Background: an optimization exercise with open tools, aiming at small area, a short achievable clock period and few clock cycles per item. Do not read the settings as production practice.
At most, simulation tests tie the RTL to the original design; equivalence was not proved.
Function not checked in runs 2 and 3: the RTL went through the layout flow alone.

## flow/design.v (module list and top-level ports; edited modules follow where they fit)
// module window_fetch: 39 lines
// module conv_fa: 10 lines
// module conv_mac_k0: 296 lines
// module conv_mac_k1: 294 lines
// module max_pool: 26 lines
// module layer_ctrl: 132 lines
// module conv_top: 82 lines
module conv_top
#(
    parameter int IMG_BITS = 6    
) (
    input  wire               clk,
    input  wire               rst,
    input  wire               ready,
    input  conv_pkg::pix_t         idata,
    input  conv_pkg::pix_t         cdata_rd,
    output logic              busy,
    output logic              cwr,
    output logic              crd,
    output logic [conv_pkg::ADDR_W-1:0] iaddr,
    output logic [conv_pkg::ADDR_W-1:0] caddr_wr,
    output logic [conv_pkg::ADDR_W-1:0] caddr_rd,
    output conv_pkg::pix_t              cdata_wr,
    output logic [2:0]        csel
);
  // ...
==> flow/flow/run.sh <==
#!/bin/bash
# The standard layout (the standard.sh, unchanged synthesis and steps),
# with ORFS's repair_timing asked to reach a setup slack of 8.8 ns.
# The SDC and clock period are the standard flow's own.
set -euo pipefail
bash standard.sh SETUP_SLACK_MARGIN=8.8 finish > standard_run.log 2>&1
==> flow/standard.sh <==
#!/bin/bash
# synth_recipe.tcl (not shown) runs the flow's synth.tcl, then flattens the netlist and writes it again
# the make line also repeats each setting of config.mk as NAME=value (left out here)
make -C /OpenROAD-flow-scripts/flow DESIGN_CONFIG=/design/flow/config.mk WORK_HOME=/design/flow/orfs CLKGATE_MAP_FILE= SYNTH_SCRIPT=/design/flow/synth_recipe.tcl "${@:-finish}"
==> flow/config.mk <==
export PLATFORM = sky130hd
export DESIGN_NAME = conv_top
export DESIGN_NICKNAME = conv_top
export VERILOG_FILES = /design/flow/design.v
export SDC_FILE = /design/flow/constraint.sdc
export NUM_CORES = 4
export LEC_CHECK = 0
export CAP_MARGIN = 20
export CORE_MARGIN = 2
export CORE_UTILIZATION = 55
export CTS_CLUSTER_DIAMETER = 200
export CTS_CLUSTER_SIZE = 20
export SLEW_MARGIN = 20
export SYNTH_HIERARCHICAL = 1
export SYNTH_MINIMUM_KEEP_SIZE = 0
==> flow/constraint.sdc <==
create_clock -name core_clock -period 12.5 [get_ports {clk}]
set_input_delay 2.5000 -clock core_clock [delete_from_list [all_inputs] [get_ports {clk}]]
set_output_delay 2.5000 -clock core_clock [all_outputs]
set_load 0.01 [all_outputs]
==> flow_summary.ini, run 1 <==
[floorplanning]
taps = 978
ios = 105
die_h_um = 279
core_mm2 = 0.0756

[worst_setup_path]
worst-r2r-setup-slack_ps = 8830
worstReg2RegEnd = u_mac_k1_top.acc_c[13]
required_ps = 13000
critPathMostFrequentCell = fa_1
endpoint = u_mac_k1_top.acc_c[13]

[logic_synthesis]
synth_area_mm2 = 0.0417

[status]
status = finished clean

[route]
drtIter0Drc = 1428
wl_met2_um = 50300
ant_nets = 0
highest_layer = met4
route.detailed.drc = 0
via_per_inst = 5.40

[placed_design]
io_buffers = 70

[worst_hold_path]
hp-class = reg -> reg
holdPathStages = 0

[clock_tree]
cts-resized-gates = 267
clock_latency_ps = 640
clock-sinks = 710

[timing]
rsz0062_at_grt = yes
timing.hold.ws_ps = 302

[global_route]
busiest_layer = met2
grt_max_degree = 56
grt_remaining_overflow = 0

[final_layout]
largest_reg_flops = 100
areaGrowthSynthToFinish_pct = 5.97
largest_registers = u_window_fetch.s1 (100), u_window_fetch.s0 (96), u_window_fetch.s2 (96)
seq_cells = 710
Testbench counts, summed over its fixed seeds: cycles 125,124, images 12.
==> run 2, diff against run 1 <==
--- a/flow/design.v
+++ b/flow/design.v
@@ -140,4 +140,4 @@
     conv_fa u_fa76 (.a(nib[3]), .b(nib[16]), .c(nib[25]), .s(w[75]), .co(w[76]));
-    conv_fa u_fa78 (.a(nib[20]), .b(nib[30]), .c(~nib[28]), .s(w[77]), .co(w[78]));
-    conv_fa u_fa80 (.a(~nib[33]), .b((acc_s[4] | first)), .c((acc_c[4] & nfirst)), .s(w[79]), .co(w[80]));
+    conv_fa u_fa78 (.a(nib[20]), .b(nib[30]), .c((acc_s[4] | first)), .s(w[77]), .co(w[78]));
+    conv_fa u_fa80 (.a(nib[28]), .b(nib[33]), .c(~(acc_c[4] & nfirst)), .s(w[79]), .co(w[80]));
     assign w[81] = w[4] ^ ~w[2];
@@ -145,5 +145,5 @@
     conv_fa u_fa84 (.a(nib[23]), .b(nib[21]), .c(nib[31]), .s(w[83]), .co(w[84]));
-    conv_fa u_fa86 (.a(nib[29]), .b(nib[34]), .c(~nib[32]), .s(w[85]), .co(w[86]));
-    conv_fa u_fa88 (.a((acc_s[5] & nfirst)), .b((acc_c[5] & nfirst)), .c(w[6]), .s(w[87]), .co(w[88]));
-    conv_fa u_fa90 (.a(w[8]), .b(w[9]), .c(w[11]), .s(w[89]), .co(w[90]));
+    conv_fa u_fa86 (.a(nib[32]), .b((acc_s[5] & nfirst)), .c((acc_c[5] & nfirst)), .s(w[85]), .co(w[86]));
+    conv_fa u_fa88 (.a(~nib[29]), .b(w[6]), .c(w[8]), .s(w[87]), .co(w[88]));
+    conv_fa u_fa90 (.a(~nib[34]), .b(w[9]), .c(w[11]), .s(w[89]), .co(w[90]));
     conv_fa u_fa92 (.a(nib[25]), .b(nib[30]), .c(nib[35]), .s(w[91]), .co(w[92]));
@@ -153,9 +153,9 @@
     conv_fa u_fa100 (.a(nib[21]), .b(nib[29]), .c(nib[34]), .s(w[99]), .co(w[100]));
-    conv_fa u_fa102 (.a(~nib[26]), .b((acc_s[7] & nfirst)), .c((acc_c[7] & nfirst)), .s(w[101]), .co(w[102]));
-    conv_fa u_fa104 (.a(~nib[31]), .b(w[20]), .c(w[16]), .s(w[103]), .co(w[104]));
+    conv_fa u_fa102 (.a(nib[26]), .b(nib[31]), .c(~(acc_s[7] & nfirst)), .s(w[101]), .co(w[102]));
+    conv_fa u_fa104 (.a((acc_c[7] & nfirst)), .b(w[20]), .c(w[16]), .s(w[103]), .co(w[104]));
     conv_fa u_fa106 (.a(~w[18]), .b(w[21]), .c(w[23]), .s(w[105]), .co(w[106]));
     conv_fa u_fa108 (.a(nib[8]), .b(nib[22]), .c(nib[30]), .s(w[107]), .co(w[108]));
-    conv_fa u_fa110 (.a(nib[27]), .b(nib[24]), .c(~nib[35]), .s(w[109]), .co(w[110]));
-    conv_fa u_fa112 (.a((acc_s[8] | first)), .b((acc_c[8] & nfirst)), .c(w[22]), .s(w[111]), .co(w[112]));
-    conv_fa u_fa114 (.a(w[24]), .b(~w[26]), .c(w[27]), .s(w[113]), .co(w[114]));
+    conv_fa u_fa110 (.a(nib[35]), .b((acc_s[8] | first)), .c((acc_c[8] & nfirst)), .s(w[109]), .co(w[110]));
+    conv_fa u_fa112 (.a(nib[27]), .b(nib[24]), .c(w[26]), .s(w[111]), .co(w[112]));
+    conv_fa u_fa114 (.a(w[22]), .b(w[24]), .c(w[27]), .s(w[113]), .co(w[114]));
     conv_fa u_fa116 (.a(nib[5]), .b(nib[18]), .c(nib[20]), .s(w[115]), .co(w[116]));
@@ -166,19 +166,19 @@
     conv_fa u_fa126 (.a(nib[6]), .b(nib[8]), .c(nib[19]), .s(w[125]), .co(w[126]));
-    conv_fa u_fa128 (.a(nib[21]), .b(nib[26]), .c(nib[32]), .s(w[127]), .co(w[128]));
-    conv_fa u_fa130 (.a(nib[10]), .b((acc_s[10] | first)), .c((acc_c[10] & nfirst)), .s(w[129]), .co(w[130]));
+    conv_fa u_fa128 (.a(nib[10]), .b((acc_s[10] | first)), .c((acc_c[10] & nfirst)), .s(w[127]), .co(w[128]));
+    conv_fa u_fa130 (.a(nib[21]), .b(nib[26]), .c(nib[32]), .s(w[129]), .co(w[130]));
     conv_fa u_fa132 (.a(nib[0]), .b(nib[5]), .c(nib[11]), .s(w[131]), .co(w[132]));
     conv_fa u_fa134 (.a(nib[7]), .b(nib[9]), .c(nib[22]), .s(w[133]), .co(w[134]));
-    conv_fa u_fa136 (.a(~nib[27]), .b(nib[24]), .c(nib[28]), .s(w[135]), .co(w[136]));
-    assign w[137] = ~nib[33] ^ (acc_s[11] | first);
-    assign w[138] = ~nib[33] & (acc_s[11] | first);
+    conv_fa u_fa136 (.a(nib[24]), .b(nib[28]), .c((acc_s[11] | first)), .s(w[135]), .co(w[136]));
+    assign w[137] = nib[27] ^ nib[33];
+    assign w[138] = nib[27] | nib[33];
     conv_fa u_fa140 (.a(nib[8]), .b(nib[23]), .c(nib[20]), .s(w[139]), .co(w[140]));
     conv_fa u_fa142 (.a(nib[12]), .b(nib[16]), .c(nib[25]), .s(w[141]), .co(w[142]));
-    conv_fa u_fa144 (.a(~nib[29]), .b(nib[34]), .c(nib[32]), .s(w[143]), .co(w[144]));
-    conv_fa u_fa146 (.a((acc_s[12] | first)), .b((acc_c[12] & nfirst)), .c(w[35]), .s(w[145]), .co(w[146]));
+    conv_fa u_fa144 (.a(nib[29]), .b((acc_s[12] | first)), .c((acc_c[12] & nfirst)), .s(w[143]), .co(w[144]));
+    conv_fa u_fa146 (.a(~nib[34]), .b(~nib[32]), .c(w[35]), .s(w[145]), .co(w[146]));
     conv_fa u_fa148 (.a(nib[17]), .b(nib[26]), .c(nib[24]), .s(w[147]), .co(w[148]));
-    conv_fa u_fa150 (.a(~nib[30]), .b(nib[35]), .c(nib[33]), .s(w[149]), .co(w[150]));
-    conv_fa u_fa152 (.a((acc_s[13] | first)), .b((acc_c[13] & nfirst)), .c(w[36]), .s(w[151]), .co(w[152]));
+    conv_fa u_fa150 (.a(nib[30]), .b((acc_s[13] | first)), .c((acc_c[13] & nfirst)), .s(w[149]), .co(w[150]));
+    conv_fa u_fa152 (.a(~nib[35]), .b(~nib[33]), .c(w[36]), .s(w[151]), .co(w[152]));
     conv_fa u_fa154 (.a(w[34]), .b(w[37]), .c(w[39]), .s(w[153]), .co(w[154]));
-    conv_fa u_fa156 (.a(nib[28]), .b(nib[34]), .c(nib[32]), .s(w[155]), .co(w[156]));
-    conv_fa u_fa158 (.a(nib[25]), .b(nib[31]), .c((acc_s[14] & nfirst)), .s(w[157]), .co(w[158]));
+    conv_fa u_fa156 (.a(nib[25]), .b(nib[31]), .c((acc_s[14] & nfirst)), .s(w[155]), .co(w[156]));
+    conv_fa u_fa158 (.a(nib[28]), .b(nib[34]), .c(nib[32]), .s(w[157]), .co(w[158]));
     conv_fa u_fa160 (.a((acc_c[14] & nfirst)), .b(w[47]), .c(w[38]), .s(w[159]), .co(w[160]));
@@ -195,6 +195,6 @@
     conv_fa u_fa182 (.a(nib[18]), .b(nib[22]), .c(nib[26]), .s(w[181]), .co(w[182]));
-    conv_fa u_fa184 (.a(~nib[31]), .b((acc_s[17] | first)), .c((acc_c[17] & nfirst)), .s(w[183]), .co(w[184]));
-    conv_fa u_fa186 (.a(~nib[35]), .b(w[60]), .c(w[62]), .s(w[185]), .co(w[186]));
+    conv_fa u_fa184 (.a(nib[31]), .b(nib[35]), .c(~(acc_s[17] | first)), .s(w[183]), .co(w[184]));
+    conv_fa u_fa186 (.a((acc_c[17] & nfirst)), .b(w[60]), .c(w[62]), .s(w[185]), .co(w[186]));
     conv_fa u_fa188 (.a(kc18), .b(nib[3]), .c(nib[7]), .s(w[187]), .co(w[188]));
-    conv_fa u_fa190 (.a(nib[19]), .b(nib[23]), .c(nib[27]), .s(w[189]), .co(w[190]));
+    conv_fa u_fa190 (.a(nib[11]), .b((acc_s[18] & nfirst)), .c((acc_c[18] & nfirst)), .s(w[189]), .co(w[190]));
     assign w[191] = nib[4] ^ ~nib[8];
@@ -211,37 +211,37 @@
     conv_fa u_fa208 (.a(w[68]), .b(w[73]), .c(w[1]), .s(w[207]), .co(w[208]));
-    conv_fa u_fa210 (.a(w[70]), .b(w[72]), .c(w[5]), .s(w[209]), .co(w[210]));
-    conv_fa u_fa212 (.a(w[74]), .b(w[75]), .c(~w[7]), .s(w[211]), .co(w[212]));
-    conv_fa u_fa214 (.a(w[77]), .b(w[79]), .c(w[81]), .s(w[213]), .co(w[214]));
-    conv_fa u_fa216 (.a(~w[76]), .b(w[83]), .c(w[78]), .s(w[215]), .co(w[216]));
-    conv_fa u_fa218 (.a(~w[13]), .b(~w[85]), .c(w[80]), .s(w[217]), .co(w[218]));
+    conv_fa u_fa210 (.a(w[70]), .b(w[72]), .c(w[77]), .s(w[209]), .co(w[210]));
+    conv_fa u_fa212 (.a(~w[74]), .b(w[5]), .c(w[7]), .s(w[211]), .co(w[212]));
+    conv_fa u_fa214 (.a(~w[75]), .b(~w[79]), .c(w[81]), .s(w[213]), .co(w[214]));
+    conv_fa u_fa216 (.a(w[78]), .b(w[83]), .c(w[85]), .s(w[215]), .co(w[216]));
+    conv_fa u_fa218 (.a(w[76]), .b(w[13]), .c(w[80]), .s(w[217]), .co(w[218]));
     conv_fa u_fa220 (.a(w[82]), .b(w[87]), .c(w[89]), .s(w[219]), .co(w[220]));
-    conv_fa u_fa222 (.a(w[91]), .b(w[17]), .c(w[86]), .s(w[221]), .co(w[222]));
-    conv_fa u_fa224 (.a(w[84]), .b(w[93]), .c(w[88]), .s(w[223]), .co(w[224]));
+    conv_fa u_fa222 (.a(w[84]), .b(w[86]), .c(w[93]), .s(w[221]), .co(w[222]));
+    conv_fa u_fa224 (.a(~w[91]), .b(~w[17]), .c(w[88]), .s(w[223]), .co(w[224]));
     conv_fa u_fa226 (.a(w[90]), .b(w[95]), .c(w[97]), .s(w[225]), .co(w[226]));
-    conv_fa u_fa228 (.a(w[92]), .b(~w[99]), .c(w[25]), .s(w[227]), .co(w[228]));
-    conv_fa u_fa230 (.a(w[94]), .b(w[101]), .c(w[96]), .s(w[229]), .co(w[230]));
+    conv_fa u_fa228 (.a(~w[92]), .b(w[94]), .c(w[99]), .s(w[227]), .co(w[228]));
+    conv_fa u_fa230 (.a(~w[25]), .b(~w[101]), .c(w[96]), .s(w[229]), .co(w[230]));
     conv_fa u_fa232 (.a(w[103]), .b(w[98]), .c(w[105]), .s(w[231]), .co(w[232]));
-    conv_fa u_fa234 (.a(w[100]), .b(w[107]), .c(~w[29]), .s(w[233]), .co(w[234]));
-    conv_fa u_fa236 (.a(~w[109]), .b(w[102]), .c(w[104]), .s(w[235]), .co(w[236]));
-    conv_fa u_fa238 (.a(w[111]), .b(w[106]), .c(w[113]), .s(w[237]), .co(w[238]));
-    conv_fa u_fa240 (.a(w[30]), .b(w[115]), .c(w[110]), .s(w[239]), .co(w[240]));
-    conv_fa u_fa242 (.a(w[108]), .b(w[117]), .c(w[119]), .s(w[241]), .co(w[242]));
-    conv_fa u_fa244 (.a(w[112]), .b(w[121]), .c(w[114]), .s(w[243]), .co(w[244]));
-    conv_fa u_fa246 (.a(w[32]), .b(w[118]), .c(w[123]), .s(w[245]), .co(w[246]));
-    conv_fa u_fa248 (.a(w[116]), .b(w[125]), .c(w[127]), .s(w[247]), .co(w[248]));
-    conv_fa u_fa250 (.a(w[120]), .b(w[129]), .c(w[122]), .s(w[249]), .co(w[250]));
-    conv_fa u_fa252 (.a((acc_c[11] & nfirst)), .b(w[124]), .c(w[137]), .s(w[251]), .co(w[252]));
-    conv_fa u_fa254 (.a(w[126]), .b(w[128]), .c(w[133]), .s(w[253]), .co(w[254]));
-    conv_fa u_fa256 (.a(w[131]), .b(w[135]), .c(w[130]), .s(w[255]), .co(w[256]));
-    conv_fa u_fa258 (.a(w[138]), .b(w[132]), .c(w[141]), .s(w[257]), .co(w[258]));
-    conv_fa u_fa260 (.a(~w[134]), .b(w[33]), .c(w[136]), .s(w[259]), .co(w[260]));
-    conv_fa u_fa262 (.a(~w[139]), .b(~w[143]), .c(w[145]), .s(w[261]), .co(w[262]));
-    conv_fa u_fa264 (.a(w[140]), .b(w[41]), .c(w[144]), .s(w[263]), .co(w[264]));
-    conv_fa u_fa266 (.a(~w[142]), .b(~w[147]), .c(w[149]), .s(w[265]), .co(w[266]));
+    conv_fa u_fa234 (.a(w[100]), .b(w[107]), .c(w[109]), .s(w[233]), .co(w[234]));
+    conv_fa u_fa236 (.a(~w[29]), .b(~w[102]), .c(w[104]), .s(w[235]), .co(w[236]));
+    conv_fa u_fa238 (.a(~w[111]), .b(w[106]), .c(w[113]), .s(w[237]), .co(w[238]));
+    conv_fa u_fa240 (.a(w[108]), .b(w[110]), .c(w[117]), .s(w[239]), .co(w[240]));
+    conv_fa u_fa242 (.a(w[30]), .b(w[115]), .c(~w[119]), .s(w[241]), .co(w[242]));
+    conv_fa u_fa244 (.a(~w[112]), .b(w[114]), .c(w[121]), .s(w[243]), .co(w[244]));
+    conv_fa u_fa246 (.a(w[32]), .b(w[118]), .c(w[120]), .s(w[245]), .co(w[246]));
+    conv_fa u_fa248 (.a(w[116]), .b(w[125]), .c(w[129]), .s(w[247]), .co(w[248]));
+    conv_fa u_fa250 (.a(w[123]), .b(w[127]), .c(w[122]), .s(w[249]), .co(w[250]));
+    conv_fa u_fa252 (.a((acc_c[11] & nfirst)), .b(w[137]), .c(w[124]), .s(w[251]), .co(w[252]));
+    conv_fa u_fa254 (.a(w[126]), .b(w[130]), .c(w[133]), .s(w[253]), .co(w[254]));
+    conv_fa u_fa256 (.a(w[128]), .b(w[131]), .c(w[135]), .s(w[255]), .co(w[256]));
+    conv_fa u_fa258 (.a(~w[138]), .b(w[132]), .c(w[136]), .s(w[257]), .co(w[258]));
+    conv_fa u_fa260 (.a(w[141]), .b(w[143]), .c(w[33]), .s(w[259]), .co(w[260]));
+    conv_fa u_fa262 (.a(~w[134]), .b(~w[139]), .c(w[145]), .s(w[261]), .co(w[262]));
+    conv_fa u_fa264 (.a(w[142]), .b(w[144]), .c(w[147]), .s(w[263]), .co(w[264]));
+    conv_fa u_fa266 (.a(w[140]), .b(~w[149]), .c(w[41]), .s(w[265]), .co(w[266]));
     conv_fa u_fa268 (.a(w[146]), .b(w[151]), .c(w[153]), .s(w[267]), .co(w[268]));
-    conv_fa u_fa270 (.a(w[42]), .b(w[155]), .c(w[150]), .s(w[269]), .co(w[270]));
-    conv_fa u_fa272 (.a(w[148]), .b(w[157]), .c(w[152]), .s(w[271]), .co(w[272]));
+    conv_fa u_fa270 (.a(w[148]), .b(w[150]), .c(w[155]), .s(w[269]), .co(w[270]));
+    conv_fa u_fa272 (.a(~w[42]), .b(~w[157]), .c(w[152]), .s(w[271]), .co(w[272]));
     conv_fa u_fa274 (.a(w[154]), .b(w[159]), .c(w[161]), .s(w[273]), .co(w[274]));
-    conv_fa u_fa276 (.a(w[156]), .b(w[163]), .c(w[53]), .s(w[275]), .co(w[276]));
-    conv_fa u_fa278 (.a(w[158]), .b(~w[165]), .c(w[160]), .s(w[277]), .co(w[278]));
+    conv_fa u_fa276 (.a(w[158]), .b(w[163]), .c(w[53]), .s(w[275]), .co(w[276]));
+    conv_fa u_fa278 (.a(w[156]), .b(~w[165]), .c(w[160]), .s(w[277]), .co(w[278]));
     conv_fa u_fa280 (.a(w[162]), .b(w[167]), .c(w[169]), .s(w[279]), .co(w[280]));
@@ -251,8 +251,8 @@
     conv_fa u_fa288 (.a(w[64]), .b(w[172]), .c(w[181]), .s(w[287]), .co(w[288]));
-    conv_fa u_fa290 (.a(~w[179]), .b(~w[183]), .c(w[174]), .s(w[289]), .co(w[290]));
+    conv_fa u_fa290 (.a(~w[179]), .b(w[183]), .c(w[174]), .s(w[289]), .co(w[290]));
     conv_fa u_fa292 (.a(w[176]), .b(w[178]), .c(w[185]), .s(w[291]), .co(w[292]));
-    conv_fa u_fa294 (.a(nib[11]), .b((acc_s[18] & nfirst)), .c((acc_c[18] & nfirst)), .s(w[293]), .co(w[294]));
-    conv_fa u_fa296 (.a(w[180]), .b(~w[182]), .c(w[187]), .s(w[295]), .co(w[296]));
-    conv_fa u_fa298 (.a(~w[189]), .b(w[184]), .c(w[186]), .s(w[297]), .co(w[298]));
-    conv_fa u_fa300 (.a(nib[16]), .b(~nib[24]), .c(nib[32]), .s(w[299]), .co(w[300]));
+    conv_fa u_fa294 (.a(nib[19]), .b(nib[23]), .c(nib[27]), .s(w[293]), .co(w[294]));
+    conv_fa u_fa296 (.a(w[180]), .b(w[187]), .c(w[189]), .s(w[295]), .co(w[296]));
+    conv_fa u_fa298 (.a(~w[182]), .b(~w[184]), .c(w[186]), .s(w[297]), .co(w[298]));
+    conv_fa u_fa300 (.a(nib[16]), .b(nib[32]), .c((acc_s[0] & nfirst)), .s(w[299]), .co(w[300]));
     conv_fa u_fa302 (.a(nib[33]), .b((acc_s[1] & nfirst)), .c((acc_c[1] & nfirst)), .s(w[301]), .co(w[302]));
@@ -260,4 +260,4 @@
     assign w[304] = w[192] & w[195];
-    conv_fa u_fa306 (.a(~w[196]), .b(w[194]), .c(w[67]), .s(w[305]), .co(w[306]));
-    conv_fa u_fa308 (.a(w[197]), .b(w[199]), .c(w[201]), .s(w[307]), .co(w[308]));
+    conv_fa u_fa306 (.a(w[196]), .b(w[197]), .c(w[199]), .s(w[305]), .co(w[306]));
+    conv_fa u_fa308 (.a(~w[194]), .b(~w[67]), .c(w[201]), .s(w[307]), .co(w[308]));
     conv_fa u_fa310 (.a(w[198]), .b(w[200]), .c(w[202]), .s(w[309]), .co(w[310]));
@@ -265,24 +265,24 @@
     conv_fa u_fa314 (.a(w[204]), .b(w[206]), .c(w[209]), .s(w[313]), .co(w[314]));
-    conv_fa u_fa316 (.a(~w[208]), .b(~w[211]), .c(w[213]), .s(w[315]), .co(w[316]));
-    conv_fa u_fa318 (.a(w[210]), .b(~w[212]), .c(w[215]), .s(w[317]), .co(w[318]));
-    conv_fa u_fa320 (.a(w[217]), .b(w[214]), .c(w[219]), .s(w[319]), .co(w[320]));
-    conv_fa u_fa322 (.a(w[216]), .b(~w[221]), .c(w[218]), .s(w[321]), .co(w[322]));
+    conv_fa u_fa316 (.a(~w[208]), .b(w[211]), .c(w[213]), .s(w[315]), .co(w[316]));
+    conv_fa u_fa318 (.a(w[210]), .b(w[212]), .c(w[215]), .s(w[317]), .co(w[318]));
+    conv_fa u_fa320 (.a(~w[217]), .b(w[214]), .c(w[219]), .s(w[319]), .co(w[320]));
+    conv_fa u_fa322 (.a(w[216]), .b(~w[218]), .c(w[221]), .s(w[321]), .co(w[322]));
     conv_fa u_fa324 (.a(w[223]), .b(w[220]), .c(w[225]), .s(w[323]), .co(w[324]));
-    conv_fa u_fa326 (.a(~w[222]), .b(~w[227]), .c(w[224]), .s(w[325]), .co(w[326]));
+    conv_fa u_fa326 (.a(w[222]), .b(w[227]), .c(w[224]), .s(w[325]), .co(w[326]));
     conv_fa u_fa328 (.a(w[229]), .b(w[226]), .c(w[231]), .s(w[327]), .co(w[328]));
-    conv_fa u_fa330 (.a(~w[228]), .b(w[233]), .c(w[230]), .s(w[329]), .co(w[330]));
+    conv_fa u_fa330 (.a(w[228]), .b(w[233]), .c(w[230]), .s(w[329]), .co(w[330]));
     conv_fa u_fa332 (.a(w[235]), .b(w[232]), .c(w[237]), .s(w[331]), .co(w[332]));
-    conv_fa u_fa334 (.a(w[234]), .b(~w[239]), .c(w[241]), .s(w[333]), .co(w[334]));
+    conv_fa u_fa334 (.a(~w[234]), .b(~w[239]), .c(w[241]), .s(w[333]), .co(w[334]));
     conv_fa u_fa336 (.a(w[236]), .b(w[238]), .c(w[243]), .s(w[335]), .co(w[336]));
-    conv_fa u_fa338 (.a(w[240]), .b(~w[245]), .c(w[247]), .s(w[337]), .co(w[338]));
-    conv_fa u_fa340 (.a(w[242]), .b(w[249]), .c(w[244]), .s(w[339]), .co(w[340]));
-    conv_fa u_fa342 (.a(w[246]), .b(~w[248]), .c(w[251]), .s(w[341]), .co(w[342]));
-    conv_fa u_fa344 (.a(~w[253]), .b(w[255]), .c(w[250]), .s(w[343]), .co(w[344]));
-    conv_fa u_fa346 (.a(w[252]), .b(w[257]), .c(w[259]), .s(w[345]), .co(w[346]));
-    conv_fa u_fa348 (.a(~w[254]), .b(w[256]), .c(w[261]), .s(w[347]), .co(w[348]));
-    conv_fa u_fa350 (.a(~w[258]), .b(~w[260]), .c(w[263]), .s(w[349]), .co(w[350]));
+    conv_fa u_fa338 (.a(~w[240]), .b(w[247]), .c(w[242]), .s(w[337]), .co(w[338]));
+    conv_fa u_fa340 (.a(w[245]), .b(w[249]), .c(w[244]), .s(w[339]), .co(w[340]));
+    conv_fa u_fa342 (.a(w[246]), .b(w[251]), .c(w[255]), .s(w[341]), .co(w[342]));
+    conv_fa u_fa344 (.a(~w[248]), .b(~w[253]), .c(w[250]), .s(w[343]), .co(w[344]));
+    conv_fa u_fa346 (.a(w[252]), .b(w[256]), .c(w[257]), .s(w[345]), .co(w[346]));
+    conv_fa u_fa348 (.a(~w[254]), .b(w[259]), .c(w[261]), .s(w[347]), .co(w[348]));
+    conv_fa u_fa350 (.a(w[258]), .b(w[260]), .c(w[263]), .s(w[349]), .co(w[350]));
     conv_fa u_fa352 (.a(~w[265]), .b(w[262]), .c(w[267]), .s(w[351]), .co(w[352]));
-    conv_fa u_fa354 (.a(w[264]), .b(w[266]), .c(w[269]), .s(w[353]), .co(w[354]));
+    conv_fa u_fa354 (.a(~w[264]), .b(~w[269]), .c(w[266]), .s(w[353]), .co(w[354]));
     conv_fa u_fa356 (.a(w[271]), .b(w[268]), .c(w[273]), .s(w[355]), .co(w[356]));
-    conv_fa u_fa358 (.a(~w[270]), .b(~w[275]), .c(w[272]), .s(w[357]), .co(w[358]));
+    conv_fa u_fa358 (.a(w[270]), .b(~w[275]), .c(w[272]), .s(w[357]), .co(w[358]));
     conv_fa u_fa360 (.a(w[277]), .b(w[274]), .c(w[279]), .s(w[359]), .co(w[360]));
@@ -292,11 +292,11 @@
     conv_fa u_fa368 (.a(w[284]), .b(w[286]), .c(w[291]), .s(w[367]), .co(w[368]));
-    conv_fa u_fa370 (.a(w[293]), .b(~w[288]), .c(w[295]), .s(w[369]), .co(w[370]));
+    conv_fa u_fa370 (.a(~w[293]), .b(~w[288]), .c(w[295]), .s(w[369]), .co(w[370]));
     conv_fa u_fa372 (.a(~w[290]), .b(w[292]), .c(w[297]), .s(w[371]), .co(w[372]));
-    conv_fa u_fa374 (.a(kc19), .b(w[188]), .c(~w[190]), .s(w[373]), .co(w[374]));
-    conv_fa u_fa376 (.a(w[294]), .b(w[296]), .c(w[298]), .s(w[375]), .co(w[376]));
-    assign w[377] = (acc_s[0] & nfirst) ^ (acc_c[0] & nfirst);
-    assign w[378] = (acc_s[0] & nfirst) & (acc_c[0] & nfirst);
-    conv_fa u_fa380 (.a(~w[193]), .b(w[300]), .c(w[303]), .s(w[379]), .co(w[380]));
-    conv_fa u_fa382 (.a(~w[304]), .b(~w[302]), .c(w[305]), .s(w[381]), .co(w[382]));
-    conv_fa u_fa384 (.a(~w[306]), .b(w[308]), .c(w[309]), .s(w[383]), .co(w[384]));
+    conv_fa u_fa374 (.a(kc19), .b(w[188]), .c(w[190]), .s(w[373]), .co(w[374]));
+    conv_fa u_fa376 (.a(~w[294]), .b(w[296]), .c(w[298]), .s(w[375]), .co(w[376]));
+    assign w[377] = ~nib[24] ^ (acc_c[0] & nfirst);
+    assign w[378] = ~nib[24] & (acc_c[0] & nfirst);
+    conv_fa u_fa380 (.a(w[300]), .b(w[301]), .c(~w[193]), .s(w[379]), .co(w[380]));
+    conv_fa u_fa382 (.a(w[302]), .b(w[304]), .c(w[305]), .s(w[381]), .co(w[382]));
+    conv_fa u_fa384 (.a(w[306]), .b(w[308]), .c(w[309]), .s(w[383]), .co(w[384]));
     conv_fa u_fa386 (.a(w[310]), .b(w[313]), .c(w[312]), .s(w[385]), .co(w[386]));
@@ -306,8 +306,8 @@
     conv_fa u_fa394 (.a(w[326]), .b(w[329]), .c(w[328]), .s(w[393]), .co(w[394]));
-    conv_fa u_fa396 (.a(w[333]), .b(w[330]), .c(w[332]), .s(w[395]), .co(w[396]));
-    conv_fa u_fa398 (.a(w[334]), .b(w[336]), .c(w[339]), .s(w[397]), .co(w[398]));
+    conv_fa u_fa396 (.a(w[330]), .b(w[332]), .c(w[335]), .s(w[395]), .co(w[396]));
+    conv_fa u_fa398 (.a(~w[334]), .b(w[336]), .c(w[339]), .s(w[397]), .co(w[398]));
     conv_fa u_fa400 (.a(~w[338]), .b(w[341]), .c(w[343]), .s(w[399]), .co(w[400]));
     conv_fa u_fa402 (.a(w[342]), .b(w[345]), .c(w[344]), .s(w[401]), .co(w[402]));
-    conv_fa u_fa404 (.a(w[346]), .b(~w[349]), .c(w[348]), .s(w[403]), .co(w[404]));
-    conv_fa u_fa406 (.a(~w[350]), .b(~w[353]), .c(w[352]), .s(w[405]), .co(w[406]));
+    conv_fa u_fa404 (.a(w[346]), .b(w[349]), .c(w[348]), .s(w[403]), .co(w[404]));
+    conv_fa u_fa406 (.a(w[350]), .b(~w[353]), .c(w[352]), .s(w[405]), .co(w[406]));
     conv_fa u_fa408 (.a(~w[354]), .b(w[357]), .c(w[356]), .s(w[407]), .co(w[408]));
@@ -317,7 +317,7 @@
     conv_fa u_fa416 (.a(w[373]), .b(w[370]), .c(w[372]), .s(w[415]), .co(w[416]));
-    assign w[417] = w[191] ^ w[377];
-    assign w[418] = w[191] & w[377];
-    conv_fa u_fa420 (.a(w[378]), .b(w[301]), .c(w[379]), .s(w[419]), .co(w[420]));
-    conv_fa u_fa422 (.a(~w[380]), .b(~w[307]), .c(w[381]), .s(w[421]), .co(w[422]));
-    conv_fa u_fa424 (.a(~w[382]), .b(w[311]), .c(w[383]), .s(w[423]), .co(w[424]));
+    assign w[417] = w[377] ^ w[191];
+    assign w[418] = w[377] & w[191];
+    conv_fa u_fa420 (.a(w[378]), .b(w[303]), .c(w[379]), .s(w[419]), .co(w[420]));
+    conv_fa u_fa422 (.a(w[380]), .b(w[307]), .c(w[381]), .s(w[421]), .co(w[422]));
+    conv_fa u_fa424 (.a(w[382]), .b(w[311]), .c(w[383]), .s(w[423]), .co(w[424]));
     conv_fa u_fa426 (.a(w[384]), .b(w[315]), .c(w[385]), .s(w[425]), .co(w[426]));
@@ -327,3 +327,3 @@
     conv_fa u_fa434 (.a(w[331]), .b(w[392]), .c(w[393]), .s(w[433]), .co(w[434]));
-    conv_fa u_fa436 (.a(w[335]), .b(w[394]), .c(w[395]), .s(w[435]), .co(w[436]));
+    conv_fa u_fa436 (.a(~w[333]), .b(w[394]), .c(w[395]), .s(w[435]), .co(w[436]));
     conv_fa u_fa438 (.a(~w[337]), .b(w[396]), .c(w[397]), .s(w[437]), .co(w[438]));
@@ -341,4 +341,4 @@
     assign vc = {1'b0, 1'b0, w[457], w[455], w[453], w[451], w[449], w[447], w[445], w[443], w[441], w[439], w[437], w[435], w[433], w[431], w[429], w[427], w[425], w[423], w[421], w[419], w[299]};
-    assign ls = vs ^ 23'b00000000000000000001000;
-    assign lc = vc ^ 23'b00000000000000000000100;
+    assign ls = vs ^ 23'b00000000000000000000000;
+    assign lc = vc ^ 23'b00000000000000000000000;
     localparam logic [18:0] PS = 19'b0000000000000000000;
@@ -434,3 +434,3 @@
     conv_fa u_fa76 (.a(nib[15]), .b(nib[23]), .c(nib[31]), .s(w[75]), .co(w[76]));
-    conv_fa u_fa78 (.a(~nib[24]), .b(nib[28]), .c(nib[32]), .s(w[77]), .co(w[78]));
+    conv_fa u_fa78 (.a(nib[28]), .b(nib[32]), .c((acc_s[3] & nfirst)), .s(w[77]), .co(w[78]));
     conv_fa u_fa80 (.a(nib[14]), .b(nib[22]), .c(nib[20]), .s(w[79]), .co(w[80]));
@@ -441,9 +441,9 @@
     conv_fa u_fa88 (.a(nib[26]), .b(nib[24]), .c(nib[28]), .s(w[87]), .co(w[88]));
-    conv_fa u_fa90 (.a(nib[30]), .b(nib[34]), .c(~nib[32]), .s(w[89]), .co(w[90]));
-    conv_fa u_fa92 (.a((acc_s[5] & nfirst)), .b(w[6]), .c(w[8]), .s(w[91]), .co(w[92]));
+    conv_fa u_fa90 (.a(nib[30]), .b(nib[34]), .c((acc_s[5] & nfirst)), .s(w[89]), .co(w[90]));
+    conv_fa u_fa92 (.a(~nib[32]), .b(w[6]), .c(w[8]), .s(w[91]), .co(w[92]));
     conv_fa u_fa94 (.a(~(acc_c[5] | first)), .b(w[9]), .c(w[11]), .s(w[93]), .co(w[94]));
     conv_fa u_fa96 (.a(nib[25]), .b(nib[29]), .c(nib[33]), .s(w[95]), .co(w[96]));
-    conv_fa u_fa98 (.a(~nib[31]), .b((acc_s[6] | first)), .c((acc_c[6] | first)), .s(w[97]), .co(w[98]));
-    conv_fa u_fa100 (.a(nib[35]), .b(w[19]), .c(w[10]), .s(w[99]), .co(w[100]));
-    conv_fa u_fa102 (.a(w[12]), .b(w[15]), .c(w[17]), .s(w[101]), .co(w[102]));
+    conv_fa u_fa98 (.a(nib[31]), .b(nib[35]), .c(~(acc_s[6] | first)), .s(w[97]), .co(w[98]));
+    conv_fa u_fa100 (.a(w[19]), .b(w[10]), .c(w[12]), .s(w[99]), .co(w[100]));
+    conv_fa u_fa102 (.a(~(acc_c[6] | first)), .b(w[15]), .c(w[17]), .s(w[101]), .co(w[102]));
     conv_fa u_fa104 (.a(nib[26]), .b(nib[30]), .c(nib[28]), .s(w[103]), .co(w[104]));
@@ -477,4 +477,4 @@
     conv_fa u_fa160 (.a(nib[16]), .b(nib[21]), .c(nib[24]), .s(w[159]), .co(w[160]));
-    conv_fa u_fa162 (.a(~nib[30]), .b(nib[28]), .c(nib[33]), .s(w[161]), .co(w[162]));
-    conv_fa u_fa164 (.a((acc_s[14] | first)), .b((acc_c[14] & nfirst)), .c(w[54]), .s(w[163]), .co(w[164]));
+    conv_fa u_fa162 (.a(nib[30]), .b((acc_s[14] | first)), .c((acc_c[14] & nfirst)), .s(w[161]), .co(w[162]));
+    conv_fa u_fa164 (.a(~nib[28]), .b(~nib[33]), .c(w[54]), .s(w[163]), .co(w[164]));
     conv_fa u_fa166 (.a(~w[59]), .b(w[52]), .c(w[57]), .s(w[165]), .co(w[166]));
@@ -501,7 +501,7 @@
     assign w[200] = (acc_c[2] & nfirst) & w[71];
-    conv_fa u_fa202 (.a((acc_s[3] & nfirst)), .b((acc_c[3] & nfirst)), .c(w[72]), .s(w[201]), .co(w[202]));
+    conv_fa u_fa202 (.a(~nib[24]), .b((acc_c[3] & nfirst)), .c(w[72]), .s(w[201]), .co(w[202]));
     conv_fa u_fa204 (.a(w[3]), .b(w[70]), .c(w[75]), .s(w[203]), .co(w[204]));
-    conv_fa u_fa206 (.a(~w[73]), .b(w[1]), .c(w[77]), .s(w[205]), .co(w[206]));
-    conv_fa u_fa208 (.a(w[76]), .b(w[81]), .c(w[5]), .s(w[207]), .co(w[208]));
-    conv_fa u_fa210 (.a(~w[74]), .b(w[7]), .c(w[78]), .s(w[209]), .co(w[210]));
+    conv_fa u_fa206 (.a(~w[73]), .b(w[77]), .c(w[1]), .s(w[205]), .co(w[206]));
+    conv_fa u_fa208 (.a(w[76]), .b(w[78]), .c(w[81]), .s(w[207]), .co(w[208]));
+    conv_fa u_fa210 (.a(~w[74]), .b(w[5]), .c(w[7]), .s(w[209]), .co(w[210]));
     conv_fa u_fa212 (.a(~w[79]), .b(w[83]), .c(w[85]), .s(w[211]), .co(w[212]));
@@ -511,18 +511,18 @@
     conv_fa u_fa220 (.a(w[88]), .b(w[14]), .c(w[95]), .s(w[219]), .co(w[220]));
-    conv_fa u_fa222 (.a(w[90]), .b(~w[97]), .c(w[92]), .s(w[221]), .co(w[222]));
+    conv_fa u_fa222 (.a(w[90]), .b(w[97]), .c(w[92]), .s(w[221]), .co(w[222]));
     conv_fa u_fa224 (.a(w[94]), .b(w[99]), .c(w[101]), .s(w[223]), .co(w[224]));
-    conv_fa u_fa226 (.a(w[96]), .b(w[103]), .c(w[23]), .s(w[225]), .co(w[226]));
-    conv_fa u_fa228 (.a(~w[98]), .b(~w[105]), .c(w[100]), .s(w[227]), .co(w[228]));
+    conv_fa u_fa226 (.a(w[96]), .b(w[103]), .c(w[105]), .s(w[225]), .co(w[226]));
+    conv_fa u_fa228 (.a(~w[23]), .b(w[98]), .c(w[100]), .s(w[227]), .co(w[228]));
     conv_fa u_fa230 (.a(w[102]), .b(w[107]), .c(w[109]), .s(w[229]), .co(w[230]));
-    conv_fa u_fa232 (.a(~w[104]), .b(w[111]), .c(w[27]), .s(w[231]), .co(w[232]));
-    conv_fa u_fa234 (.a(~w[106]), .b(~w[113]), .c(w[108]), .s(w[233]), .co(w[234]));
+    conv_fa u_fa232 (.a(w[104]), .b(w[106]), .c(w[113]), .s(w[231]), .co(w[232]));
+    conv_fa u_fa234 (.a(w[111]), .b(w[27]), .c(w[108]), .s(w[233]), .co(w[234]));
     conv_fa u_fa236 (.a(~w[110]), .b(~w[115]), .c(w[117]), .s(w[235]), .co(w[236]));
-    conv_fa u_fa238 (.a(w[112]), .b(~w[119]), .c(w[33]), .s(w[237]), .co(w[238]));
-    conv_fa u_fa240 (.a(~w[114]), .b(w[121]), .c(w[116]), .s(w[239]), .co(w[240]));
+    conv_fa u_fa238 (.a(w[112]), .b(w[121]), .c(w[33]), .s(w[237]), .co(w[238]));
+    conv_fa u_fa240 (.a(~w[114]), .b(~w[119]), .c(w[116]), .s(w[239]), .co(w[240]));
     conv_fa u_fa242 (.a(w[118]), .b(~w[123]), .c(w[125]), .s(w[241]), .co(w[242]));
-    conv_fa u_fa244 (.a(w[120]), .b(w[127]), .c(~w[43]), .s(w[243]), .co(w[244]));
-    conv_fa u_fa246 (.a(w[122]), .b(w[129]), .c(w[124]), .s(w[245]), .co(w[246]));
+    conv_fa u_fa244 (.a(w[122]), .b(w[129]), .c(w[43]), .s(w[243]), .co(w[244]));
+    conv_fa u_fa246 (.a(~w[120]), .b(~w[127]), .c(w[124]), .s(w[245]), .co(w[246]));
     conv_fa u_fa248 (.a(w[126]), .b(~w[131]), .c(w[133]), .s(w[247]), .co(w[248]));
     conv_fa u_fa250 (.a(w[128]), .b(w[137]), .c(w[45]), .s(w[249]), .co(w[250]));
-    conv_fa u_fa252 (.a(w[135]), .b(w[130]), .c(w[132]), .s(w[251]), .co(w[252]));
+    conv_fa u_fa252 (.a(w[130]), .b(w[135]), .c(w[132]), .s(w[251]), .co(w[252]));
     conv_fa u_fa254 (.a(~w[134]), .b(~w[139]), .c(w[141]), .s(w[253]), .co(w[254]));
@@ -532,16 +532,16 @@
     conv_fa u_fa262 (.a(w[144]), .b(w[153]), .c(w[51]), .s(w[261]), .co(w[262]));
-    conv_fa u_fa264 (.a(~w[146]), .b(~w[151]), .c(w[148]), .s(w[263]), .co(w[264]));
-    conv_fa u_fa266 (.a(w[155]), .b(w[150]), .c(w[157]), .s(w[265]), .co(w[266]));
-    conv_fa u_fa268 (.a(w[152]), .b(w[159]), .c(w[55]), .s(w[267]), .co(w[268]));
-    conv_fa u_fa270 (.a(~w[154]), .b(~w[161]), .c(w[156]), .s(w[269]), .co(w[270]));
+    conv_fa u_fa264 (.a(w[146]), .b(w[151]), .c(w[155]), .s(w[263]), .co(w[264]));
+    conv_fa u_fa266 (.a(~w[148]), .b(w[150]), .c(w[157]), .s(w[265]), .co(w[266]));
+    conv_fa u_fa268 (.a(w[152]), .b(w[156]), .c(w[159]), .s(w[267]), .co(w[268]));
+    conv_fa u_fa270 (.a(~w[154]), .b(w[161]), .c(w[55]), .s(w[269]), .co(w[270]));
     conv_fa u_fa272 (.a(~w[163]), .b(~w[158]), .c(w[165]), .s(w[271]), .co(w[272]));
-    conv_fa u_fa274 (.a(w[167]), .b(w[61]), .c(w[162]), .s(w[273]), .co(w[274]));
-    conv_fa u_fa276 (.a(w[160]), .b(w[169]), .c(w[164]), .s(w[275]), .co(w[276]));
+    conv_fa u_fa274 (.a(w[160]), .b(w[162]), .c(w[169]), .s(w[273]), .co(w[274]));
+    conv_fa u_fa276 (.a(~w[167]), .b(~w[61]), .c(w[164]), .s(w[275]), .co(w[276]));
     conv_fa u_fa278 (.a(~w[166]), .b(w[171]), .c(w[173]), .s(w[277]), .co(w[278]));
     conv_fa u_fa280 (.a(w[168]), .b(w[62]), .c(w[175]), .s(w[279]), .co(w[280]));
-    conv_fa u_fa282 (.a(w[177]), .b(w[170]), .c(w[179]), .s(w[281]), .co(w[282]));
+    conv_fa u_fa282 (.a(w[170]), .b(w[177]), .c(w[179]), .s(w[281]), .co(w[282]));
     conv_fa u_fa284 (.a(w[172]), .b(w[174]), .c(w[181]), .s(w[283]), .co(w[284]));
-    conv_fa u_fa286 (.a((acc_c[17] & nfirst)), .b(w[178]), .c(w[187]), .s(w[285]), .co(w[286]));
-    conv_fa u_fa288 (.a(w[176]), .b(~w[68]), .c(w[183]), .s(w[287]), .co(w[288]));
-    conv_fa u_fa290 (.a(w[185]), .b(w[180]), .c(w[182]), .s(w[289]), .co(w[290]));
+    conv_fa u_fa286 (.a((acc_c[17] & nfirst)), .b(w[187]), .c(w[178]), .s(w[285]), .co(w[286]));
+    conv_fa u_fa288 (.a(w[68]), .b(w[185]), .c(w[180]), .s(w[287]), .co(w[288]));
+    conv_fa u_fa290 (.a(~w[176]), .b(~w[183]), .c(w[182]), .s(w[289]), .co(w[290]));
     conv_fa u_fa292 (.a(nib[35]), .b((acc_s[18] | first)), .c((acc_c[18] & nfirst)), .s(w[291]), .co(w[292]));
@@ -549,3 +549,3 @@
     assign w[294] = w[188] & ~w[184];
-    conv_fa u_fa296 (.a(nib[20]), .b(~nib[24]), .c(nib[28]), .s(w[295]), .co(w[296]));
+    conv_fa u_fa296 (.a(nib[20]), .b(nib[28]), .c((acc_s[0] | first)), .s(w[295]), .co(w[296]));
     conv_fa u_fa298 (.a(nib[29]), .b((acc_s[1] & nfirst)), .c((acc_c[1] & nfirst)), .s(w[297]), .co(w[298]));
@@ -553,11 +553,11 @@
     assign w[300] = w[190] & w[193];
-    conv_fa u_fa302 (.a(w[194]), .b(w[192]), .c(w[69]), .s(w[301]), .co(w[302]));
-    conv_fa u_fa304 (.a(~w[195]), .b(w[199]), .c(w[197]), .s(w[303]), .co(w[304]));
-    conv_fa u_fa306 (.a(~w[196]), .b(w[200]), .c(w[198]), .s(w[305]), .co(w[306]));
+    conv_fa u_fa302 (.a(w[194]), .b(w[192]), .c(w[197]), .s(w[301]), .co(w[302]));
+    conv_fa u_fa304 (.a(~w[195]), .b(w[69]), .c(w[199]), .s(w[303]), .co(w[304]));
+    conv_fa u_fa306 (.a(~w[196]), .b(w[198]), .c(w[200]), .s(w[305]), .co(w[306]));
     conv_fa u_fa308 (.a(w[201]), .b(w[203]), .c(w[205]), .s(w[307]), .co(w[308]));
     conv_fa u_fa310 (.a(w[202]), .b(w[204]), .c(w[207]), .s(w[309]), .co(w[310]));
-    conv_fa u_fa312 (.a(w[206]), .b(w[209]), .c(w[211]), .s(w[311]), .co(w[312]));
-    conv_fa u_fa314 (.a(~w[208]), .b(~w[210]), .c(w[213]), .s(w[313]), .co(w[314]));
-    conv_fa u_fa316 (.a(w[215]), .b(w[212]), .c(w[217]), .s(w[315]), .co(w[316]));
-    conv_fa u_fa318 (.a(~w[214]), .b(~w[219]), .c(w[216]), .s(w[317]), .co(w[318]));
+    conv_fa u_fa312 (.a(w[209]), .b(w[206]), .c(w[211]), .s(w[311]), .co(w[312]));
+    conv_fa u_fa314 (.a(w[208]), .b(w[210]), .c(w[215]), .s(w[313]), .co(w[314]));
+    conv_fa u_fa316 (.a(~w[213]), .b(w[212]), .c(w[217]), .s(w[315]), .co(w[316]));
+    conv_fa u_fa318 (.a(w[214]), .b(~w[216]), .c(w[219]), .s(w[317]), .co(w[318]));
     conv_fa u_fa320 (.a(w[221]), .b(w[218]), .c(w[223]), .s(w[319]), .co(w[320]));
@@ -565,9 +565,9 @@
     conv_fa u_fa324 (.a(w[227]), .b(w[224]), .c(w[229]), .s(w[323]), .co(w[324]));
-    conv_fa u_fa326 (.a(~w[226]), .b(w[231]), .c(w[228]), .s(w[325]), .co(w[326]));
+    conv_fa u_fa326 (.a(~w[226]), .b(~w[231]), .c(w[228]), .s(w[325]), .co(w[326]));
     conv_fa u_fa328 (.a(~w[233]), .b(~w[230]), .c(w[235]), .s(w[327]), .co(w[328]));
-    conv_fa u_fa330 (.a(w[232]), .b(w[237]), .c(w[234]), .s(w[329]), .co(w[330]));
+    conv_fa u_fa330 (.a(~w[232]), .b(w[237]), .c(w[234]), .s(w[329]), .co(w[330]));
     conv_fa u_fa332 (.a(~w[239]), .b(w[236]), .c(w[241]), .s(w[331]), .co(w[332]));
-    conv_fa u_fa334 (.a(w[238]), .b(~w[243]), .c(w[240]), .s(w[333]), .co(w[334]));
+    conv_fa u_fa334 (.a(w[238]), .b(w[243]), .c(w[240]), .s(w[333]), .co(w[334]));
     conv_fa u_fa336 (.a(~w[245]), .b(w[242]), .c(w[247]), .s(w[335]), .co(w[336]));
-    conv_fa u_fa338 (.a(~w[249]), .b(~w[244]), .c(w[246]), .s(w[337]), .co(w[338]));
+    conv_fa u_fa338 (.a(w[244]), .b(~w[249]), .c(w[246]), .s(w[337]), .co(w[338]));
     conv_fa u_fa340 (.a(w[251]), .b(~w[248]), .c(w[253]), .s(w[339]), .co(w[340]));
@@ -576,24 +576,24 @@
     conv_fa u_fa346 (.a(w[256]), .b(w[261]), .c(w[258]), .s(w[345]), .co(w[346]));
-    conv_fa u_fa348 (.a(~w[263]), .b(w[260]), .c(w[265]), .s(w[347]), .co(w[348]));
-    conv_fa u_fa350 (.a(w[262]), .b(~w[267]), .c(w[264]), .s(w[349]), .co(w[350]));
-    conv_fa u_fa352 (.a(~w[269]), .b(~w[266]), .c(w[271]), .s(w[351]), .co(w[352]));
-    conv_fa u_fa354 (.a(w[268]), .b(~w[273]), .c(w[270]), .s(w[353]), .co(w[354]));
+    conv_fa u_fa348 (.a(w[263]), .b(w[260]), .c(w[265]), .s(w[347]), .co(w[348]));
+    conv_fa u_fa350 (.a(w[264]), .b(w[267]), .c(w[269]), .s(w[349]), .co(w[350]));
+    conv_fa u_fa352 (.a(w[262]), .b(~w[266]), .c(w[271]), .s(w[351]), .co(w[352]));
+    conv_fa u_fa354 (.a(w[268]), .b(w[270]), .c(w[273]), .s(w[353]), .co(w[354]));
     conv_fa u_fa356 (.a(w[275]), .b(~w[272]), .c(w[277]), .s(w[355]), .co(w[356]));
-    conv_fa u_fa358 (.a(~w[274]), .b(w[276]), .c(w[281]), .s(w[357]), .co(w[358]));
-    conv_fa u_fa360 (.a(~w[279]), .b(w[278]), .c(w[283]), .s(w[359]), .co(w[360]));
-    conv_fa u_fa362 (.a(w[280]), .b(~w[285]), .c(w[287]), .s(w[361]), .co(w[362]));
-    conv_fa u_fa364 (.a(w[282]), .b(w[284]), .c(w[289]), .s(w[363]), .co(w[364]));
+    conv_fa u_fa358 (.a(w[274]), .b(~w[279]), .c(w[281]), .s(w[357]), .co(w[358]));
+    conv_fa u_fa360 (.a(w[276]), .b(w[278]), .c(w[283]), .s(w[359]), .co(w[360]));
+    conv_fa u_fa362 (.a(w[285]), .b(w[282]), .c(w[287]), .s(w[361]), .co(w[362]));
+    conv_fa u_fa364 (.a(~w[280]), .b(w[284]), .c(w[289]), .s(w[363]), .co(w[364]));
     conv_fa u_fa366 (.a(w[186]), .b(w[291]), .c(w[293]), .s(w[365]), .co(w[366]));
-    conv_fa u_fa368 (.a(w[286]), .b(~w[288]), .c(w[290]), .s(w[367]), .co(w[368]));
+    conv_fa u_fa368 (.a(w[286]), .b(w[288]), .c(w[290]), .s(w[367]), .co(w[368]));
     assign w[369] = kc19 ^ w[292];
     assign w[370] = kc19 & w[292];
-    assign w[371] = (acc_s[0] | first) ^ (acc_c[0] & nfirst);
-    assign w[372] = (acc_s[0] | first) & (acc_c[0] & nfirst);
-    conv_fa u_fa374 (.a(w[191]), .b(w[296]), .c(w[299]), .s(w[373]), .co(w[374]));
-    conv_fa u_fa376 (.a(w[300]), .b(w[298]), .c(w[301]), .s(w[375]), .co(w[376]));
+    assign w[371] = ~nib[24] ^ (acc_c[0] & nfirst);
+    assign w[372] = ~nib[24] & (acc_c[0] & nfirst);
+    conv_fa u_fa374 (.a(w[296]), .b(w[297]), .c(w[191]), .s(w[373]), .co(w[374]));
+    conv_fa u_fa376 (.a(w[298]), .b(w[300]), .c(w[301]), .s(w[375]), .co(w[376]));
     conv_fa u_fa378 (.a(w[302]), .b(w[304]), .c(w[305]), .s(w[377]), .co(w[378]));
     conv_fa u_fa380 (.a(w[306]), .b(w[309]), .c(w[308]), .s(w[379]), .co(w[380]));
-    conv_fa u_fa382 (.a(w[310]), .b(~w[313]), .c(w[312]), .s(w[381]), .co(w[382]));
-    conv_fa u_fa384 (.a(~w[314]), .b(w[317]), .c(w[316]), .s(w[383]), .co(w[384]));
-    conv_fa u_fa386 (.a(w[318]), .b(w[321]), .c(w[320]), .s(w[385]), .co(w[386]));
+    conv_fa u_fa382 (.a(w[310]), .b(w[313]), .c(w[312]), .s(w[381]), .co(w[382]));
+    conv_fa u_fa384 (.a(w[314]), .b(~w[317]), .c(w[316]), .s(w[383]), .co(w[384]));
+    conv_fa u_fa386 (.a(~w[318]), .b(w[321]), .c(w[320]), .s(w[385]), .co(w[386]));
     conv_fa u_fa388 (.a(w[322]), .b(w[325]), .c(w[324]), .s(w[387]), .co(w[388]));
@@ -604,13 +604,13 @@
     conv_fa u_fa398 (.a(~w[342]), .b(w[344]), .c(w[347]), .s(w[397]), .co(w[398]));
-    conv_fa u_fa400 (.a(~w[346]), .b(~w[349]), .c(w[348]), .s(w[399]), .co(w[400]));
-    conv_fa u_fa402 (.a(w[350]), .b(~w[353]), .c(w[352]), .s(w[401]), .co(w[402]));
+    conv_fa u_fa400 (.a(~w[346]), .b(w[349]), .c(w[348]), .s(w[399]), .co(w[400]));
+    conv_fa u_fa402 (.a(~w[350]), .b(~w[353]), .c(w[352]), .s(w[401]), .co(w[402]));
     conv_fa u_fa404 (.a(w[354]), .b(w[357]), .c(w[356]), .s(w[403]), .co(w[404]));
-    conv_fa u_fa406 (.a(w[358]), .b(w[360]), .c(w[363]), .s(w[405]), .co(w[406]));
-    conv_fa u_fa408 (.a(w[365]), .b(w[367]), .c(w[364]), .s(w[407]), .co(w[408]));
+    conv_fa u_fa406 (.a(w[358]), .b(w[361]), .c(w[360]), .s(w[405]), .co(w[406]));
+    conv_fa u_fa408 (.a(w[365]), .b(w[362]), .c(w[367]), .s(w[407]), .co(w[408]));
     conv_fa u_fa410 (.a(w[294]), .b(w[369]), .c(w[366]), .s(w[409]), .co(w[410]));
-    assign w[411] = w[189] ^ w[371];
-    assign w[412] = w[189] & w[371];
-    conv_fa u_fa414 (.a(w[372]), .b(w[297]), .c(w[373]), .s(w[413]), .co(w[414]));
+    assign w[411] = w[371] ^ w[189];
+    assign w[412] = w[371] & w[189];
+    conv_fa u_fa414 (.a(w[372]), .b(w[299]), .c(w[373]), .s(w[413]), .co(w[414]));
     conv_fa u_fa416 (.a(w[374]), .b(w[303]), .c(w[375]), .s(w[415]), .co(w[416]));
-    conv_fa u_fa418 (.a(w[376]), .b(w[307]), .c(w[377]), .s(w[417]), .co(w[418]));
+    conv_fa u_fa418 (.a(w[376]), .b(w[377]), .c(w[307]), .s(w[417]), .co(w[418]));
     conv_fa u_fa420 (.a(w[378]), .b(w[311]), .c(w[379]), .s(w[419]), .co(w[420]));
@@ -628,4 +628,4 @@
     conv_fa u_fa444 (.a(w[359]), .b(~w[402]), .c(w[403]), .s(w[443]), .co(w[444]));
-    conv_fa u_fa446 (.a(~w[361]), .b(w[404]), .c(w[405]), .s(w[445]), .co(w[446]));
-    conv_fa u_fa448 (.a(~w[362]), .b(w[406]), .c(w[407]), .s(w[447]), .co(w[448]));
+    conv_fa u_fa446 (.a(w[363]), .b(w[404]), .c(w[405]), .s(w[445]), .co(w[446]));
+    conv_fa u_fa448 (.a(w[364]), .b(w[407]), .c(w[406]), .s(w[447]), .co(w[448]));
     conv_fa u_fa450 (.a(w[409]), .b(w[368]), .c(w[408]), .s(w[449]), .co(w[450]));
==> flow_summary.ini, run 2 <==
[worst_setup_path]
required_ps = 13000
start_kind = flip-flop
end_kind = flip-flop
cp.arrival_ps = 4150
worstSetupPathType = reg -> reg
worstPathMaxFanout = 3

[route]
route.detailed.drc = 0
ant_nets = 0
via_per_inst = 5.51
drtIter0Drc = 1484
firstDrtPassIters = 6
wl_um = 105000
wire_per_inst_um = 26.4
num_vias = 22004

[final_layout]
largest_reg_flops = 100
fin_util_pct = 59.3
num-fill-cells = 5917
nets = 4033
final_cell_mix = fa_1, dfxtp_1, inv_1, ha_1, nand2_1
areaGrowthSynthToFinish_pct = 6.55
multi_input_area_mm2 = 0.0243
drive_above_1_share_pct = 15.0
regMostFlops = u_window_fetch.s1
finalInstanceArea_mm2 = 0.0442
regArea_mm2 = 0.0150
largest_registers = u_window_fetch.s1 (100), u_window_fetch.s0 (96), u_window_fetch.s2 (96)
layout_commonest_cell = fa_1

[timing]
max_freq_mhz = 274
fin_tns_setup_ps = 0
maxSlewViolCount = 0
timing.hold.ws_ps = 306
rsz0062_at_grt = yes
fin_crit_ps = 3650
worst_pin_slew_ps = 1060
hold_viol = 0
worst_slack_ps = 8850
clock-skew-final_ps = 32.8
setup_viol_count_final = 0
post-route-period-util_pct = 29.2
maxSlewHeadroom_pct = 29.5

[floorplanning]
die-area_mm2 = 0.0777
die_h_um = 279
core_mm2 = 0.0746
start_util_pct = 55.7
die_w_um = 279
ios = 105
num_rows = 100

[global_route]
grt_pass1_wl_um = 160000
grt_remaining_overflow = 0
grt_max_degree = 61
grt_pass1_vias = 24930
antenna_found_initial = 2
grt.total_usage_pct = 28.4

[clock_tree]
cts_tree = done
htreeDepth = 2
clkTransAtPathRegs_ps = 90
clock_latency_ps = 630
clock-sinks = 710
cts_max_path_buffers = 3
clock-root-buffer = clkbuf_16
numCtsBuffers = 41

[logic_synthesis]
synth_area_mm2 = 0.0415
yosys_warnings = 19
postSynthAreaPerCell_um2 = 13.8
synthesis.instances = 3017

[placed_design]
gp_congestion = 0.957
io_buffers = 70
hpwl_um = 79400
dpl-instance-area_mm2 = 0.0423
dp_slack_ps = 7730

[worst_hold_path]
hp-class = reg -> reg

[flow_run]
cap_violations = 0

[status]
status = finished clean
## run 2: area by class of cell
class | count | share of cell area, %
multi-input combinational | 1783 | 55.0
inverter | 350 | 2.99
tap | 969 | 2.74
clock inverter | 4 | 0.175
sequential | 710 | 33.9
timing repair buffer | 129 | 2.82
clock buffer | 48 | 2.38
antenna | 1 | 0.00566
## run 2: critical path, cell delays in order, from the launching register on
cell	delay, ps
dfxtp_1	610
fa_1	550
fa_2	560
fa_1	440
fa_1	400
fa_1	550
fa_1	430
## run 2: worst paths after layout
path	endpoint	cells after the start	startpoint	slack (ps)
max in group asynchronous	u_layer_ctrl.cwr	2	rst	10320
min in group asynchronous	u_layer_ctrl.busy	2	rst	2050
hold reg to reg	u_window_fetch.s0[28]	0	u_window_fetch.s0[32]	310
setup / recovery	u_mac_k0_top.acc_c[10]	6	u_window_fetch.s1[13]	8850
hold / removal	u_window_fetch.s0[28]	0	u_window_fetch.s0[32]	310
setup reg to reg	u_mac_k0_top.acc_c[10]	6	u_window_fetch.s1[13]	8850
## run 2: per-layer routing
metal | wire, um | up-vias | global-route usage, % | part of all wire, %
met5 | 11 | - | 0 | 0.010
met4 | 5060 | 2 | 11.1 | 4.8
met3 | 7070 | 212 | 5.54 | 6.7
met2 | 49400 | 723 | 45.1 | 47
met1 | 43800 | 11732 | 38.8 | 42
li1 | - | 9335 | - | -
## run 2: timing repair
action	4_1_cts	5_1_grt
cloned	3	2
hold buffers	0	0
resized for setup	282	62
setup endpoints to repair	178	89
setup buffers	30	8
pin swaps	1	6
## run 2: through the flow
stage	instances
after CTS	3983
final	3994
after global placement	3898
after floorplan	3036
after global routing	3993
after detailed placement	3898
==> run 3, diff against run 2 <==
--- a/flow/config.mk
+++ b/flow/config.mk
@@ -9,3 +9,3 @@
 export CORE_MARGIN = 2
-export CORE_UTILIZATION = 55
+export CORE_UTILIZATION = 65
 export CTS_CLUSTER_DIAMETER = 200
==> flow_summary.ini, run 3 <==
[status]
status = finished clean

[route]
wl_um = 104000
firstDrtPassIters = 5
via_per_inst = 5.70
ant_nets = 0
drtIter0Drc = 1639
wire_per_inst_um = 26.8
num_vias = 22074
route.detailed.drc = 0

[global_route]
grt.total_usage_pct = 32.9
grt_remaining_overflow = 0
antenna_found_initial = 1
grt_pass1_wl_um = 156000
grt_max_degree = 70
grt_pass1_vias = 24913

[logic_synthesis]
synth_area_mm2 = 0.0415
synthesis.instances = 3017
postSynthAreaPerCell_um2 = 13.8
yosys_warnings = 19

[clock_tree]
clkTransAtPathRegs_ps = 100
clock-root-buffer = clkbuf_16
htreeDepth = 2
cts_tree = done
cts_max_path_buffers = 3
numCtsBuffers = 41
clock-sinks = 710
clock_latency_ps = 620

[floorplanning]
die_h_um = 257
ios = 105
num_rows = 92
die-area_mm2 = 0.0659
die_w_um = 257
core_mm2 = 0.0631
start_util_pct = 65.8

[timing]
setup_viol_count_final = 0
rsz0062_at_grt = yes
fin_tns_setup_ps = 0
max_freq_mhz = 273
hold_viol = 0
fin_crit_ps = 3660
clock-skew-final_ps = 37.8
post-route-period-util_pct = 29.3
maxSlewViolCount = 0
worst_pin_slew_ps = 1080
maxSlewHeadroom_pct = 28.2

[worst_hold_path]
hp-class = reg -> reg
holdPathStages = 0

[worst_setup_path]
reg2reg_depth = 6
crit_buf_inv = 1
crit_family = flip-flops
max_stage_delay_ps = 320
worstPathMaxFanout = 1
worstSetupPathType = reg -> out
cp.arrival_ps = 1160
crit_chain = clkdlybuf4s15_1
slowest_stage = dfxtp_1
end_kind = output pin
start_kind = flip-flop
required_ps = 10000
worst-path-stages = 1

[final_layout]
layout_commonest_cell = fa_1
final_cell_mix = fa_1, dfxtp_1, inv_1, ha_1, nand2_1
num-fill-cells = 4480
largest_registers = u_window_fetch.s1 (100), u_window_fetch.s0 (96), u_window_fetch.s2 (96)
nets = 4036
antennaDiodeCount = 0
largest_reg_flops = 100
regMostFlops = u_window_fetch.s1
areaGrowthSynthToFinish_pct = 6.20
drive_above_1_share_pct = 14.7
fin_util_pct = 69.9

[flow_run]
cap_violations = 0

[placed_design]
gp_congestion = 0.978
io_buffers = 70
hpwl_um = 78000
run 3: area by class of cell:
class	count	area, um^2	area share [%]
Clock buffer	49	1060	2.40
Clock inverter	4	77.6	0.176
Inverter	350	1320	3.00
Multi-Input combinational cell	1783	24300	55.1
Sequential cell	710	15000	34.0
Tap cell	846	1060	2.40
Timing Repair Buffer	132	1270	2.88
run 3: worst paths after layout:
path | endpoint | slack [ps] | start
setup / recovery | csel[0] | 8840 | u_layer_ctrl.csel[0]
hold / removal | u_window_fetch.s0[9] | 310 | u_window_fetch.s0[13]
setup reg to reg | u_mac_k0_top.acc_c[13] | 8850 | u_window_fetch.s0[10]
hold reg to reg | u_window_fetch.s0[9] | 310 | u_window_fetch.s0[13]
max in group asynchronous | u_layer_ctrl.cwr | 10320 | rst
min in group asynchronous | u_layer_ctrl.busy | 2060 | rst
run 3: per-layer routing:
metal	wire, um	global-route usage (%)	vias to the layer above
met5	13	0	-
met4	5260	14.6	2
met3	8100	8.25	202
met2	49000	51.9	829
met1	41300	43.7	11699
li1	-	-	9342
run 3: timing repair:
| action | CTS | global route |
|---|---|---|
| pin swaps | 2 | 5 |
| setup endpoints to repair | 183 | 61 |
| gates resized for setup | 254 | 60 |
| hold buffers | 0 | 0 |
| gates cloned | 3 | 0 |
| buffers inserted | 33 | 12 |
run 3: through the flow:
stage	area [um^2]	setup slack [ps]	cells	hold slack [ps]
finish	44100	8840	3874	307
global route	44100	8770	3874	317
CTS	43900	8760	3862	312
detailed placement	42200	7880	3773	312
global placement	42200	7940	3773	310
floorplan	41600	8810	3036	310

## what the ideal ports hide
The flow's constraints put no driver on any port. The routed layouts listed below were extracted and timed again, unchanged, in two steps.
Step 1: set_driving_cell puts a clkbuf_16 on clk and a buf_2 on each other input, an assumption about the parent block.
Step 2 also shifts input and output timing later by t, the mid clock arrival at the registers, as if the neighbouring blocks saw the same clock.
a / b / c = ideal / step 1 / step 2; a / b = the first two.
run	shift t [ns]	setup slack, ns	hold slack, ns	worst register clock-pin slew, ns
run 1	0.685	8.831 / 8.780 / 8.831	0.302 / 0.302 / 0.302	0.10 / 0.10
run 2	0.676	8.846 / 8.783 / 8.846	0.306 / 0.306 / 0.306	0.10 / 0.10
run 3	0.665	8.841 / 8.778 / 8.846	0.307 / 0.307 / 0.307	0.10 / 0.10
After both steps every run listed still meets setup and hold.
